Source: an optimization exercise on an open RTL-to-GDS flow (aim: small area and a short achievable clock period). Production flows keep margins and buffers that such runs may drop.
Function was checked by simulation only, so behaviour that the tests miss may differ from the original.
Power figures rest on the tool's default switching activity, not on a simulated workload.

## v35
## dmem_responder
module dmem_responder
#(
   parameter int ADDR_W      = 32,
   parameter int DEPTH_WORDS = 64,
   parameter int WAIT_CYCLES = 2
) (
   input  logic              clk,
   input  logic              reset,
   input  logic              req_valid,
   output logic              req_ready,
   input  logic              req_we,
   input  logic [ADDR_W-1:0] req_addr,
   input  logic [31:0]       req_wdata,
   input  logic [2:0]        req_funct3,
   output logic              rsp_valid,
   input  logic              rsp_ready,
   output logic [31:0]       rsp_rdata,
   output logic              rsp_err
);
   localparam int NR = 16;
   logic s1, s2, s3, busy;                
   always_ff @(posedge clk or negedge reset) begin
      if (!reset) begin
         req_ready <= 1'b0;
         s1        <= 1'b0;
         s2        <= 1'b0;
         s3        <= 1'b0;
         busy      <= 1'b0;
         rsp_valid <= 1'b0;
      end else begin
         req_ready <= req_ready ? !req_valid : (rsp_valid ? rsp_ready : !(s1 | s2 | s3));
         s1        <= req_ready & req_valid;
         s2        <= s1;
         s3        <= s2;
         busy      <= (req_ready & req_valid) | s1 | s2;
         rsp_valid <= s3 | (rsp_valid & !rsp_ready);
      end
   end
   logic [1:0] rot;
   always_ff @(posedge clk)
      rot <= rot + 2'd1;
   logic [31:0] q_data;
   logic [3:0]  q_mask;
   logic        q_bad, q_err;
  ...
Size in the first run: roughly 4100 cells after synthesis, roughly 2200 flip-flops.
==> flow/config.mk <==
export PLATFORM = sky130hd
export DESIGN_NAME = dmem_responder
export DESIGN_NICKNAME = dmem_responder
export VERILOG_FILES = /design/flow/design.v
export SDC_FILE = /design/flow/constraint.sdc
export NUM_CORES = 4
export LEC_CHECK = 0
export CAP_MARGIN = 20
export CORE_MARGIN = 2
export CORE_UTILIZATION = 50
export CTS_BUF_LIST = sky130_fd_sc_hd__clkbuf_8 sky130_fd_sc_hd__clkbuf_16
export CTS_CLUSTER_DIAMETER = 100
export CTS_CLUSTER_SIZE = 26
export PLACE_DENSITY = 0.7
export SETUP_SLACK_MARGIN = 3.6
export SLEW_MARGIN = 20
==> flow/constraint.sdc <==
create_clock -name core_clock -period 6.0 [get_ports {clk}]
set_input_delay 1.2000 -clock core_clock [delete_from_list [all_inputs] [get_ports {clk}]]
set_output_delay 1.2000 -clock core_clock [all_outputs]
set_load 0.01 [all_outputs]
standard.sh (not shown) runs the stock make flow with config.mk's settings and CLKGATE_MAP_FILE= SYNTH_SCRIPT=/design/flow/synth_recipe.tcl, a recipe that flattens the netlist after the stock synthesis.
==> flow/flow/run.sh <==
#!/bin/bash
# The standard layout (the standard.sh), with these changes:
#  - the input ports get buf_1 buffers and the output ports buf_4 buffers, instead of the
#    library's default pick (a delay cell); the outputs are buffered in flow/post_gp.tcl
#  - gate sizing may change a cell's footprint (MATCH_CELL_FOOTPRINT=0), so that cells on
#    the critical paths can be upsized
#  - after global placement each output port buffer is moved next to the register that
#    drives it (flow/post_gp.tcl); detailed placement legalises it
# The whole make output goes to standard.log; ORFS keeps each step's log under orfs/logs.
set -euo pipefail
bash standard.sh MATCH_CELL_FOOTPRINT=0 'BUFFER_PORTS_ARGS=-inputs -buffer_cell sky130_fd_sc_hd__buf_1' \
  "POST_GLOBAL_PLACE_TCL=$PWD/flow/post_gp.tcl" finish > standard.log 2>&1
==> flow/flow/post_gp.tcl <==
# After global placement: buffer the output ports (the inputs were buffered with buf_1 cells
# before it), and put each output port buffer on top of the register that drives it
# (detailed placement legalises it later). The register then drives a short wire and the
# stronger port buffer drives the long wire to the pin.
buffer_ports -outputs -buffer_cell sky130_fd_sc_hd__buf_4
set n 0
foreach buf [get_cells output*] {
  foreach ipin [get_pins -of_objects $buf -filter "direction == input"] {
    foreach dpin [get_pins -of_objects [get_nets -of_objects $ipin] -filter "direction == output"] {
      set drv [get_cells -of_objects $dpin]
      if {[string match "sky130_fd_sc_hd__df*" [get_property $drv ref_name]]} {
        set loc [[sta::sta_to_db_inst $drv] getLocation]
        [sta::sta_to_db_inst $buf] setLocation [lindex $loc 0] [lindex $loc 1]
        incr n
      }
    }
  }
}
puts "post_gp: moved $n output buffers next to their registers"
Looking at the reports, v35 completed the entire flow and the layout it produced met the timing, DRC and antenna checks.
--- input diff v35..v50 ---
Settings: a deleted PLACE_DENSITY that had been 0.7.
Notes after the runs:
- For v35 and v50, there was not a single run that failed to finish clean.
- As far as synthesized area goes, v50 and v35 are indistinguishable; the numbers are identical.
- [v50] setup slack rose 0.0090 ns relative to v35
- The cell count of v50 and that of v35 are within noise of each other.
- Diff v35 -> v50: global-route usage went up by 1.5 points; reported net switching power went up by about 2%; static leakage was more or less identical; maximum clock rate went up by about 0.36%; post-synthesis to final-layout area growth went up by 0.19 points.
- Between v35 and v50, total power is higher for v50, v35 comes in under that.
- Of the two values seen for timing startpoint of the critical path, rsp_rdata[9] was produced by v35 and rsp_rdata[1] by v50.
- Run comparison: v35 end point of the critical path rsp_rdata[9]; v50 end point of the critical path rsp_rdata[1]
- v50 against v35; non-clock buffer count is down by a few percent.
- Aggregate routed wire length grows by a few percent when moving from v35 to v50.
diff inputs: v50 => v22
Settings: swapping 50 for 40 in CORE_UTILIZATION.
==> flow/flow/run.sh <==
#!/bin/bash
# The standard layout (the standard.sh), with two changes to the resizer:
#  - the port buffers are buf_4 cells instead of the library's default pick (a delay cell)
#  - gate sizing may change a cell's footprint (MATCH_CELL_FOOTPRINT=0), so that flip-flops
#    and port buffers on the critical paths can be upsized
# The whole make output goes to standard.log; ORFS keeps each step's log under orfs/logs.
set -euo pipefail
bash standard.sh MATCH_CELL_FOOTPRINT=0 'BUFFER_PORTS_ARGS=-buffer_cell sky130_fd_sc_hd__buf_4' finish > standard.log 2>&1
removed: flow/flow/post_gp.tcl
[summary]
- Of v50 and v22, the lower routed wire length belongs to v22.
- Taking v50 as the reference, in v22 multi-input gate area in the final layout level, number of buffers outside the clock class in the layout lower, post-route cell area now sits higher, fraction of area in registers decreased by 0.63 points relative to the old numbers, height of the die went up.
- Between v50 and v22, the design internal power figures differ only marginally.
- v22 -> v50: fraction of area in clock buffers and inverters flat
diff inputs: v22 => v54
Settings: CORE_UTILIZATION now 50, was 40.
### Flow results
On share of power burned in the clock network, v22 and v54 are basically level. Highest achievable clock rate: v54 vs v22 up 0.61%. Re number of gates resized after CTS: v54 is 13 up on v22. v22 → v54: cell count down 404, worst slack on hold paths down 0.0064 ns, total global routing track utilization up 6.0 points, number of global-route vias before repair down 1.1%. Comparing the two runs side by side, v54 comes out ahead of v22 on final instance area. The proportion of power drawn by flip-flops and latches of v22 and that of v54 are within noise of each other. Between v22 and v54, the detailed-route wire length does not differ in any meaningful way. Setup slack at placement: v54 vs v22 up 0.054 ns.

## port drivers added, routing unchanged
No port has a modelled driver above. Below, the same layouts with a new extraction and two added sets of constraints. Step 1 (the two cells are an assumption about what drives the block):
set clk [get_ports {clk}]
set_driving_cell -lib_cell sky130_fd_sc_hd__clkbuf_16 $clk
set_driving_cell -lib_cell sky130_fd_sc_hd__buf_2 [delete_from_list [all_inputs] $clk]
Step 2 also shifts input and output timing later by t, the mid clock arrival at the registers, as if the neighbouring blocks saw the same clock. Three values: ideal ports, drivers, drivers and shift; two values: the first two.
run	shift t [ns]	setup slack, ns	slew at the worst register clock pin (ns)	pins driven straight from the clock port
v35	0.796	3.458 / 3.375 / 2.946	0.11 / 0.11	1
v50	0.801	3.467 / 3.385 / 3.171	0.11 / 0.11	1
v22	0.784	3.388 / 3.313 / 3.140	0.11 / 0.11	1
v54	0.794	3.403 / 3.323 / 2.986	0.11 / 0.11	1
After both steps setup and hold are still met in every run listed. The setup slack of v35, which loses most, moves by -0.083 ns with the drivers and by -0.512 ns with both steps.
